Context: an optimization exercise on an open-source flow, tuned for small area, a short achievable clock period and few clock cycles per item. The choices shown serve that exercise and are no tape-out recipe. Where RTL was checked, it was by simulation tests only, not by an equivalence proof against the original.

== onyx ==
==> module rgb_to_hsv_pixel_top, before the edit <==
module rgb_to_hsv_pixel_top (
  input  logic        clk,
  input  logic        rst,
  input  logic        pix_valid,
  output logic        pix_ready,
  input  logic [15:0] pix_red,
  input  logic [15:0] pix_green,
  input  logic [15:0] pix_blue,
  output logic        hsv_valid,
  input  logic        hsv_ready,
  output logic [18:0] hsv_hue,
  output logic [16:0] hsv_saturation,
  output logic [15:0] hsv_brightness
);
  localparam int unsigned N = rhp_pkg::Steps;
  logic        en;
  logic        k_v, o_v, rdy;
  logic        v0;
  logic [15:0] r0, g0, b0;
  logic        ge_rg0, ge_gb0, ge_rb0;
  always_ff @(posedge clk) begin
    if (rst) v0 <= 1'b0;
    else if (en) v0 <= pix_valid;
  end
  always_ff @(posedge clk) begin
    if (en) begin
      r0 <= pix_red;
      g0 <= pix_green;
      b0 <= pix_blue;
      ge_rg0 <= pix_red >= pix_green;
      ge_gb0 <= pix_green >= pix_blue;
      ge_rb0 <= pix_red >= pix_blue;
    end
  end
  logic [15:0] f_vmax, f_gap, f_mag;
  logic [1:0]  f_sect;
  logic        f_neg;
  rhp_front u_front (
    .r(r0), .g(g0), .b(b0), .ge_rg(ge_rg0), .ge_gb(ge_gb0), .ge_rb(ge_rb0),
    .vmax(f_vmax), .gap(f_gap), .mag(f_mag), .sect(f_sect), .neg(f_neg)
  );
  logic        v1;
  logic [15:0] hrem1, srem1, gap1, vmax1;
  logic [1:0]  sect1;
  logic        neg1;
  always_ff @(posedge clk) begin
    if (rst) v1 <= 1'b0;
    else if (en) v1 <= v0;
  end
  always_ff @(posedge clk) begin
    if (en) begin
      hrem1 <= f_mag;
      srem1 <= f_gap;
      gap1  <= f_gap;
      vmax1 <= f_vmax;
      sect1 <= f_sect;
      neg1  <= f_neg;
    end
  end
  logic [N:0]       c_v;
  logic [15:0]      c_hrem [0:N];
  logic [15:0]      c_srem [0:N];
  logic [15:0]      c_gap  [0:N];
  logic [15:0]      c_vmax [0:N];
  logic [1:0]       c_sect [0:N];
  logic [N:0]       c_neg;
  function automatic integer QO(input integer i);
    QO = (i == 0) ? 0 : i * (i - 1) + 1;
  endfunction
  logic [N*(N+1):0] c_hq;
  logic [N*(N+1):0] c_sq;
  assign c_v[0]    = v1;
  assign c_hrem[0] = hrem1;
  assign c_srem[0] = srem1;
  assign c_gap[0]  = gap1;
  assign c_vmax[0] = vmax1;
  assign c_sect[0] = sect1;
  assign c_neg[0]  = neg1;
  assign c_hq[0] = 1'b0;
  assign c_sq[0] = 1'b0;
  for (genvar i = 0; i < N; i++) begin : g_cell
    rhp_cell #(.QW(2*i)) u_cell (
      .clk(clk), .rst(rst), .en(en),
      .in_v(c_v[i]), .in_hrem(c_hrem[i]), .in_srem(c_srem[i]), .in_gap(c_gap[i]),
      .in_vmax(c_vmax[i]), .in_sect(c_sect[i]), .in_neg(c_neg[i]),
      .in_hq(c_hq[QO(i) +: ((i == 0) ? 1 : 2*i)]), .in_sq(c_sq[QO(i) +: ((i == 0) ? 1 : 2*i)]),
      .out_v(c_v[i+1]), .out_hrem(c_hrem[i+1]), .out_srem(c_srem[i+1]),
      .out_gap(c_gap[i+1]), .out_vmax(c_vmax[i+1]), .out_sect(c_sect[i+1]),
      .out_neg(c_neg[i+1]),
      .out_hq(c_hq[QO(i+1) +: 2*i+2]), .out_sq(c_sq[QO(i+1) +: 2*i+2])
    );
  end
  logic [18:0] b_hue;
  logic [16:0] b_sat;
  rhp_back u_back (
    .hrem(c_hrem[N]), .srem(c_srem[N]), .gap(c_gap[N]), .vmax(c_vmax[N]),
    .sect(c_sect[N]), .neg(c_neg[N]), .hq(c_hq[QO(N) +: 2*N]), .sq(c_sq[QO(N) +: 2*N]),
    .hue(b_hue), .sat(b_sat)
  );
  logic [18:0] k_hue;
  logic [16:0] k_sat;
  logic [15:0] k_bright;
  logic        push, pop;
  assign en   = !k_v;
  assign push = en && c_v[N];
  assign pop  = o_v && hsv_ready;
  always_ff @(posedge clk) begin
    if (rst) begin
      o_v <= 1'b0;
      k_v <= 1'b0;
      rdy <= 1'b1;
    end else begin
      if (k_v) begin
        o_v <= 1'b1;
        k_v <= !pop;
        rdy <= pop;
      end else begin
        o_v <= push || (o_v && !pop);
        k_v <= push && o_v && !pop;
        rdy <= !(push && o_v && !pop);
      end
    end
  end
  logic        take_k, take_p, keep_o;
  logic [51:0] o_word, o_next;
  assign take_k = k_v && pop;
  assign take_p = !k_v && push && (!o_v || pop);
  assign keep_o = !take_k && !take_p;
  assign o_word = {hsv_hue, hsv_saturation, hsv_brightness};
  assign o_next = ({k_hue, k_sat, k_bright} & {52{take_k}})
                | ({b_hue, b_sat, c_vmax[N]} & {52{take_p}})
                | (o_word & {52{keep_o}});
  always_ff @(posedge clk) begin
    {hsv_hue, hsv_saturation, hsv_brightness} <= o_next;
  end
  always_ff @(posedge clk) begin
    if (!k_v && push && o_v && !pop) begin
      k_hue    <= b_hue;
      k_sat    <= b_sat;
      k_bright <= c_vmax[N];
    end
  end
  assign hsv_valid = o_v;
  assign pix_ready = rdy;
endmodule
==> flow/config.mk <==
export PLATFORM = sky130hd
export DESIGN_NAME = rgb_to_hsv_pixel_top
export DESIGN_NICKNAME = rgb_to_hsv_pixel_top
export VERILOG_FILES = /design/flow/design.v
export SDC_FILE = /design/flow/constraint.sdc
export NUM_CORES = 4
export LEC_CHECK = 0
export CAP_MARGIN = 20
export CORE_MARGIN = 2
export CORE_UTILIZATION = 60
export CTS_CLUSTER_DIAMETER = 70
export CTS_CLUSTER_SIZE = 25
export SLEW_MARGIN = 20
==> flow/constraint.sdc <==
create_clock -name core_clock -period 12.0 [get_ports {clk}]
set_input_delay 2.4000 -clock core_clock [delete_from_list [all_inputs] [get_ports {clk}]]
set_output_delay 2.4000 -clock core_clock [all_outputs]
set_load 0.01 [all_outputs]
standard.sh (not shown) runs the stock make flow with config.mk's settings and CLKGATE_MAP_FILE= SYNTH_SCRIPT=/design/flow/synth_recipe.tcl, a recipe that flattens the netlist after the stock synthesis.
==> flow/flow/run.sh <==
#!/bin/bash
# Standard synthesis and layout; the layout's timing repair aims for extra setup slack.
set -euo pipefail
bash standard.sh synth > synth.log 2>&1
bash standard.sh SETUP_SLACK_MARGIN=8.4 finish > layout.log 2>&1
Edits applied to the flow inputs when going from onyx to fjord:
diff --git a/flow/design.v b/flow/design.v
--- a/flow/design.v
+++ b/flow/design.v
@@ -32,12 +32,40 @@
     gap  = vmax - vmin;
     mag  = vmed - vmin;
     sect = red ? 2'd0 : (green ? 2'd1 : 2'd2);
     neg  = red ? !ge_gb : (green ? ge_rb : !ge_rg);
   end
 endmodule
+module rhp_ge (
+  input  logic [15:0] a,
+  input  logic [15:0] b,
+  output logic        ge
+);
+  logic [15:0] g0, p0;
+  logic [7:0]  g1, p1;
+  logic [3:0]  g2, p2;
+  logic [1:0]  g3, p3;
+  always_comb begin
+    g0 = a & ~b;
+    p0 = ~(a ^ b);
+    g0[0] = g0[0] | p0[0];
+    for (int i = 0; i < 8; i++) begin
+      g1[i] = g0[2*i+1] | (p0[2*i+1] & g0[2*i]);
+      p1[i] = p0[2*i+1] & p0[2*i];
+    end
+    for (int i = 0; i < 4; i++) begin
+      g2[i] = g1[2*i+1] | (p1[2*i+1] & g1[2*i]);
+      p2[i] = p1[2*i+1] & p1[2*i];
+    end
+    for (int i = 0; i < 2; i++) begin
+      g3[i] = g2[2*i+1] | (p2[2*i+1] & g2[2*i]);
+      p3[i] = p2[2*i+1] & p2[2*i];
+    end
+    ge = g3[1] | (p3[1] & g3[0]);
+  end
+endmodule
 module rhp_cell #(
   parameter int unsigned QW = 0,   
   parameter int unsigned QI = (QW == 0) ? 1 : QW   
 ) (
   input  logic        clk,
   input  logic        rst,
@@ -180,24 +208,28 @@
   localparam int unsigned N = rhp_pkg::Steps;
   logic        en;
   logic        k_v, o_v, rdy;
   logic        v0;
   logic [15:0] r0, g0, b0;
   logic        ge_rg0, ge_gb0, ge_rb0;
+  logic        ge_rg, ge_gb, ge_rb;
+  rhp_ge u_ge_rg (.a(pix_red),   .b(pix_green), .ge(ge_rg));
+  rhp_ge u_ge_gb (.a(pix_green), .b(pix_blue),  .ge(ge_gb));
+  rhp_ge u_ge_rb (.a(pix_red),   .b(pix_blue),  .ge(ge_rb));
   always_ff @(posedge clk) begin
     if (rst) v0 <= 1'b0;
     else if (en) v0 <= pix_valid;
   end
   always_ff @(posedge clk) begin
     if (en) begin
       r0 <= pix_red;
       g0 <= pix_green;
       b0 <= pix_blue;
-      ge_rg0 <= pix_red >= pix_green;
-      ge_gb0 <= pix_green >= pix_blue;
-      ge_rb0 <= pix_red >= pix_blue;
+      ge_rg0 <= ge_rg;
+      ge_gb0 <= ge_gb;
+      ge_rb0 <= ge_rb;
     end
   end
   logic [15:0] f_vmax, f_gap, f_mag;
   logic [1:0]  f_sect;
   logic        f_neg;
   rhp_front u_front (
--- outcome ---
onyx: no failed stages, no open violations at the end
Having completed the whole flow, fjord delivered a layout that passed the timing, design-rule and antenna checks.
Utilization after layout on fjord is down relative to onyx.
Against onyx, the final cell area of fjord is lower.
There was hardly any difference in filler-free cell count of the finished design between onyx and fjord.
Comparing fjord with onyx, the mean number of vias per cell came out essentially unchanged.
Detailed-router iteration count before antenna repair: fjord vs onyx down 2
NOTE: clock-buffer cell count in fjord falls short of that of onyx
fjord ended with more via count of the first global-routing pass than onyx.
onyx leaves less setup margin than fjord.
Diff onyx -> fjord | critical path depth | decrease of 17
In the metrics for onyx and fjord, the one carrying the higher share of the cycle needed by the critical path after routing is onyx.
onyx and fjord ended up with roughly the same global-route usage.
Testbench counts of fjord, summed over its fixed seeds: cycles 12,088, items 12,000.
The RTL of onyx was laid out without a check of its function.

==> port drivers added, routing unchanged <==
The flow's constraints put no driver on any port. The routed layouts listed below were extracted and timed again, unchanged, in two steps. Step 1: set_driving_cell puts a clkbuf_16 on clk and a buf_2 on each other input, an assumption about the parent block. Step 2 times the ports against the registers' clock, not the clock port: input delays grow and output delays shrink by t, the midpoint of the rising clock arrivals with the driver on. a / b / c = no drivers / after step 1 / after step 2; a / b = the first two.
| run | shift t [ns] | setup WS [ns] | worst register clock-pin slew, ns |
|---|---|---|---|
| onyx | 0.750 | 8.334 / 8.334 / 7.682 | 0.09 / 0.09 |
| fjord | 0.774 | 8.404 / 8.318 / 7.729 | 0.09 / 0.09 |
After both steps setup and hold are still met in every run listed. The setup slack of fjord, which loses most, moves by -0.086 ns with the drivers and by -0.675 ns with both steps.
